From an optimization exercise on the open Yosys and OpenROAD flow, aimed at small area and a short achievable clock period; shortcuts taken in it are not production practice.
Power and IR drop assume default switching activity.

==> inputs of job 7744 <==
Design invaders_top, start of the top module:
module invaders_top #(
    parameter int ALIEN_COLS = 6,
    parameter int ALIEN_ROWS = 3
) (
    input  wire logic        clk,
    input  wire logic        reset,
    input  wire logic        frame_tick,
    input  wire logic        fire,
    input  wire logic        left,
    input  wire logic        right,
    input  wire logic        wb_cyc,
    input  wire logic        wb_stb,
    input  wire logic        wb_we,
    input  wire logic [2:0]  wb_adr,
    input  wire logic [31:0] wb_dat_w,
    output logic [31:0]      wb_dat_r,
    output logic             wb_ack
);
==> flow/config.mk <==
export PLATFORM = sky130hd
export DESIGN_NAME = invaders_top
export DESIGN_NICKNAME = invaders_top
export VERILOG_FILES = /design/flow/design.v
export SDC_FILE = /design/flow/constraint.sdc
export NUM_CORES = 4
export LEC_CHECK = 0
export CAP_MARGIN = 20
export CORE_MARGIN = 2
export CORE_UTILIZATION = 40
export SETUP_SLACK_MARGIN = 4
export SLEW_MARGIN = 20
==> flow/constraint.sdc <==
create_clock -name core_clock -period 6.0 [get_ports {clk}]
set_input_delay 1.2000 -clock core_clock [delete_from_list [all_inputs] [get_ports {clk}]]
set_output_delay 1.2000 -clock core_clock [all_outputs]
set_load 0.01 [all_outputs]
run.sh (not shown) runs the stock make flow with config.mk's settings and CLKGATE_MAP_FILE= SYNTH_SCRIPT=/design/flow/synth_recipe.tcl, a recipe that flattens the netlist after the stock synthesis.
==> job 9154: changes against job 7744 <==
--- a/flow/design.v
+++ b/flow/design.v
@@ -101,54 +101,52 @@
         add3 = add(s, {m[8:0], 1'b0}, 1'b0);
     endfunction
     function automatic logic [9:0] incdec(input logic [9:0] x, input logic dec);
         for (int i = 0; i < 10; i++)
             incdec[i] = x[i] ^ (dec ? ~|(x & ((10'd1 << i) - 10'd1)) : &(x | ~((10'd1 << i) - 10'd1)));
     endfunction
     function automatic logic [7:0] score_of(input logic [2:0] q, input logic [1:0] r);
-        score_of = 8'd0;
-        for (int i = 0; i < 32; i++)
-            if ({q, r} == 5'(i)) score_of = 8'((i / 4) * 30 + (i % 4) * 10);
+        score_of = {q, 5'b0} - {4'b0, q, 1'b0} + {3'b0, r, 3'b0} + {5'b0, r, 1'b0};
     endfunction
     logic        run, restart;
     logic [17:0] dat;
     logic        game_over, game_win;
     logic [1:0]  lives;
     logic [2:0]  kq, hq;         
     logic [1:0]  kr, hr;         
     logic        dir_right;
     logic [2:0]  count;
     logic [8:0]  fx;             
     logic [6:0]  fy;             
     logic [17:0] alive;
+    logic [8:0]  fx_n;
+    logic        dir_n;
     logic [9:0]  ship_x;
     logic [5:0]  explode;
     logic        ra;             
     logic [9:0]  drx;            
     logic [8:0]  dry;            
     logic        la;             
-    logic [8:0]  lx;             
+    logic [9:0]  lo;             
     logic [8:0]  ly;
     logic [15:0] lfsr;
     logic [2:0]  scol;
     logic [1:0]  srow;
     logic req, step;
     assign req  = wb_cyc && wb_stb && !wb_ack;
     assign step = frame_tick && run && !game_over && !game_win;
-    logic [2:0]  sel_q;
-    logic [1:0]  sel_r;
+    logic [7:0]  score;
     logic [17:0] read_data;
-    assign sel_q = wb_adr[0] ? hq : kq;
-    assign sel_r = wb_adr[0] ? hr : kr;
+    assign score = score_of(wb_adr[0] ? hq : kq, wb_adr[0] ? hr : kr);
     always_comb begin
         case (wb_adr)
             3'd0:    read_data = {17'b0, run};
             3'd1:    read_data = {14'b0, game_over, game_win, lives};
             3'd2,
-            3'd3:    read_data = {10'b0, score_of(sel_q, sel_r)};
+            3'd3:    read_data = {10'b0, score};
             3'd4:    read_data = {8'b0, ship_x};
             3'd5:    read_data = alive;
             default: read_data = '0;
         endcase
     end
     always_ff @(posedge clk) dat <= read_data;
     assign wb_dat_r = {14'b0, dat};
@@ -170,33 +168,35 @@
     logic [2:0] row_live;
     always_comb begin
         for (int c = 0; c < 6; c++)
             col_live[c] = alive[c] | alive[6+c] | alive[12+c];
         for (int r = 0; r < 3; r++)
             row_live[r] = |alive[r*6 +: 6];
     end
-    logic hit_right, hit_left, hit_edge;
-    always_comb begin
-        hit_right = 1'b0;
-        hit_left  = 1'b0;
-        for (int c = 0; c < 6; c++) begin
-            if (col_live[c] && fx == 9'(312 - 30*c)) hit_right = 1'b1;
-            if (col_live[c] && fx == 9'(512 - 30*c)) hit_left  = 1'b1;
-        end
-    end
-    assign hit_edge = dir_right ? hit_right : hit_left;
+    logic [5:0] at_edge, at_edge_n;
+    logic       hit_edge;
+    assign hit_edge = |(col_live & at_edge);
     logic bottom_reached;
     assign bottom_reached = (row_live[2] && ge_c(10'(fy), 10'd71))
                          || (row_live[1] && ge_c(10'(fy), 10'd82))
                          || (row_live[0] && ge_c(10'(fy), 10'd93));
     logic move;
     assign move = ({1'b0, count} + {1'b0, kq}) >= 4'd7;
     logic fmove, fdrop;
-    assign fmove = step && move && !hit_edge;    
-    assign fdrop = step && move && hit_edge;     
+    assign fmove = move && !hit_edge;            
+    assign fdrop = move && hit_edge;             
+    logic [8:0] fx_inc, fx_dec;
+    assign fx_inc = 9'(incdec(10'(fx), 1'b0));
+    assign fx_dec = 9'(incdec(10'(fx), 1'b1));
+    always_comb begin
+        fx_n  = fmove ? (dir_right ? fx_inc : fx_dec) : fx;
+        dir_n = dir_right ^ fdrop;
+        for (int c = 0; c < 6; c++)
+            at_edge_n[c] = dir_n ? (fx_n == 9'(312 - 30*c)) : (fx_n == 9'(512 - 30*c));
+    end
     logic [5:0]  col_hit;
     logic [2:0]  row_hit;
     logic [17:0] hit_vec;
     logic        kill;
     always_comb begin
         for (int c = 0; c < 6; c++)
             col_hit[c] = (c == 0) ? (ge_c(drx, 10'd1014) || le_c(drx, 10'd11))
@@ -204,15 +204,15 @@
         row_hit[0] = le_c({1'b0, dry}, 10'd8);
         row_hit[1] = ge_c({1'b0, dry}, 10'd22) && le_c({1'b0, dry}, 10'd30);
         row_hit[2] = ge_c({1'b0, dry}, 10'd45) && le_c({1'b0, dry}, 10'd53);
         for (int r = 0; r < 3; r++)
             for (int c = 0; c < 6; c++)
                 hit_vec[r*6+c] = alive[r*6+c] && col_hit[c] && row_hit[r];
     end
-    assign kill = step && ra && (|hit_vec);
+    assign kill = ra && (|hit_vec);              
     logic       r_top;
     always_comb begin
         logic [8:0] a, b;
         a = dry;
         b = {1'b0, fy, 1'b0};
         r_top = 1'b1;
         for (int i = 0; i < 9; i++)
@@ -239,25 +239,25 @@
             2'd0:    can_shoot = col_alive[0] && !col_alive[1] && !col_alive[2];
             2'd1:    can_shoot = col_alive[1] && !col_alive[2];
             default: can_shoot = col_alive[2];
         endcase
     end
     logic [9:0] sx_k, sy_k, shoot_x, shoot_y;
     always_comb begin
-        sx_k = 10'(30 * int'(scol));
+        sx_k = 10'(60 * int'(scol) - 11);
         sy_k = 10'(45 * int'(srow) + 18);
     end
-    assign shoot_x = add({1'b0, fx}, sx_k, 1'b0);
+    assign shoot_x = add({fx, 1'b0}, sx_k, 1'b0);
     assign shoot_y = add({1'b0, fy, 2'b00}, sy_k, 1'b0);
     logic [9:0] dxl;
     logic       overlap, ship_hit;
-    assign dxl      = add({lx, 1'b0}, ~ship_x, 1'b1);
-    assign overlap  = (ge_c(dxl, 10'd1014) || le_c(dxl, 10'd11))
+    assign dxl      = add(ship_x, ~lo, 1'b1);
+    assign overlap  = le_c(dxl, 10'd21)
                    && ge_c({1'b0, ly}, 10'd438) && le_c({1'b0, ly}, 10'd469);
-    assign ship_hit = step && la && overlap;
+    assign ship_hit = la && overlap;             
     always_ff @(posedge clk or posedge reset) begin
         if (reset) begin
             lfsr <= 16'hACE1;
         end else if (restart) begin
             lfsr <= 16'hACE1;
         end else begin
             lfsr <= {lfsr[14:0], lfsr[15] ^ lfsr[13] ^ lfsr[12] ^ lfsr[10]};
@@ -282,50 +282,50 @@
         end else if (restart) begin
             game_over <= 1'b0;
             game_win  <= 1'b0;
             lives     <= 2'd3;
             kq        <= '0;
             kr        <= '0;
         end else begin
-            if (kill) begin
+            if (step && kill) begin
                 if (kr == 2'd2) begin
                     kr <= 2'd0;
                     kq <= kq + 3'd1;
                 end else begin
                     kr <= kr + 2'd1;
                 end
             end
-            if (ship_hit && lives != 2'd0) lives <= lives - 2'd1;
+            if (step && ship_hit && lives != 2'd0) lives <= lives - 2'd1;
             if (lives == 2'd0 || bottom_reached) game_over <= 1'b1;
             if (alive == '0) game_win <= 1'b1;
         end
     end
     always_ff @(posedge clk or posedge reset) begin
         if (reset) begin
             fx        <= 9'd25;
             fy        <= 7'd12;
             dir_right <= 1'b1;
+            at_edge   <= '0;
             count     <= '0;
             alive     <= '1;
         end else if (restart) begin
             fx        <= 9'd25;
             fy        <= 7'd12;
             dir_right <= 1'b1;
+            at_edge   <= '0;
             count     <= '0;
             alive     <= '1;
         end else if (step) begin
             if (ra) alive <= alive & ~hit_vec;
+            fx        <= fx_n;
+            dir_right <= dir_n;
+            at_edge   <= at_edge_n;
             if (move) begin
                 count <= '0;
-                if (hit_edge) begin
-                    dir_right <= !dir_right;
-                    fy        <= 7'(add(10'(fy), 10'd5, 1'b0));
-                end else begin
-                    fx <= 9'(incdec(10'(fx), !dir_right));
-                end
+                if (hit_edge) fy <= 7'(add(10'(fy), 10'd5, 1'b0));
             end else begin
                 count <= count + 3'd1;
             end
         end
     end
     logic       ship_r, ship_l;
     assign ship_r = right && !ge_c(ship_x, 10'd623);
@@ -379,14 +379,14 @@
             end
         end
     end
     always_ff @(posedge clk) begin
         if (step) begin
             if (la) ly <= 9'(incdec({1'b0, ly}, 1'b0));
             else begin
-                lx <= shoot_x[8:0];
+                lo <= shoot_x;
                 ly <= shoot_y[8:0];
             end
         end
     end
 endmodule
 `default_nettype wire
--- a/flow/config.mk
+++ b/flow/config.mk
@@ -4,9 +4,9 @@
 export VERILOG_FILES = /design/flow/design.v
 export SDC_FILE = /design/flow/constraint.sdc
 export NUM_CORES = 4
 export LEC_CHECK = 0
 export CAP_MARGIN = 20
 export CORE_MARGIN = 2
 export CORE_UTILIZATION = 40
-export SETUP_SLACK_MARGIN = 4
+export SETUP_SLACK_MARGIN = 3
 export SLEW_MARGIN = 20
==> notes.md <==
item                                                                         job 7744               job 9154
Run status                                                             finished clean         finished clean
Max Clock Skew                                                              0.0130 ns             0.00813 ns
Async set-or-reset flop fraction in the synthesized netlist                     63.5%                  64.9%
Fraction of final layout cells sized beyond drive strength 1                    38.8%                  20.9%
M1 WL                                                                         13.2 mm                12.9 mm
First-pass GRT wire length                                                    48.5 mm                44.7 mm
Worst-path maximum fanout                                                           7                      4
Combinational cell fraction of total power                                      50.4%                  16.2%
Die height                                                                     166 µm                 169 µm
Achievable clock frequency                                                  0.239 GHz              0.252 GHz
Slack of the critical path                                                    1.82 ns                2.03 ns
DIE AREA                                                                    27600 µm²              28700 µm²
Final core area utilization                                                     55.7%                  48.3%
Crit-path slowest cell                                        sky130_fd_sc_hd__mux4_2  sky130_fd_sc_hd__fa_2
Effective utilization at floorplan                                              40.6%                  40.7%
Slew @ Worst Pin                                                             0.847 ns               0.925 ns
Clock Latency Late Sink                                                       0.44 ns                0.43 ns
Synth Area in Compound Gates                                                    15.8%                  15.7%
Detailed-routed wire length on met3                                           1.73 mm                1.34 mm
No functional check of the RTL was part of any run of this note.

## separate check: timing with driven ports
No port has a modelled driver above. Below, the same layouts with a new extraction and two added sets of constraints.
Step 1, drivers: a clkbuf_16 drives clk and a buf_2 each remaining input, both assumed.
Step 2 moves the port delays by t, midway between the first and last clock arrival at a register: inputs arrive t later, outputs are due t later. That takes back most of the time a late clock gives input paths.
a / b / c = no drivers / after step 1 / after step 2; a / b = the first two.
run	t, ns	setup slack, ns	worst slew at a driven data input, ns
job 7744	0.487	1.820 / 1.820 / 1.820	0.24
job 9154	0.480	2.032 / 2.032 / 2.032	0.05
After both steps every run listed still meets setup and hold.
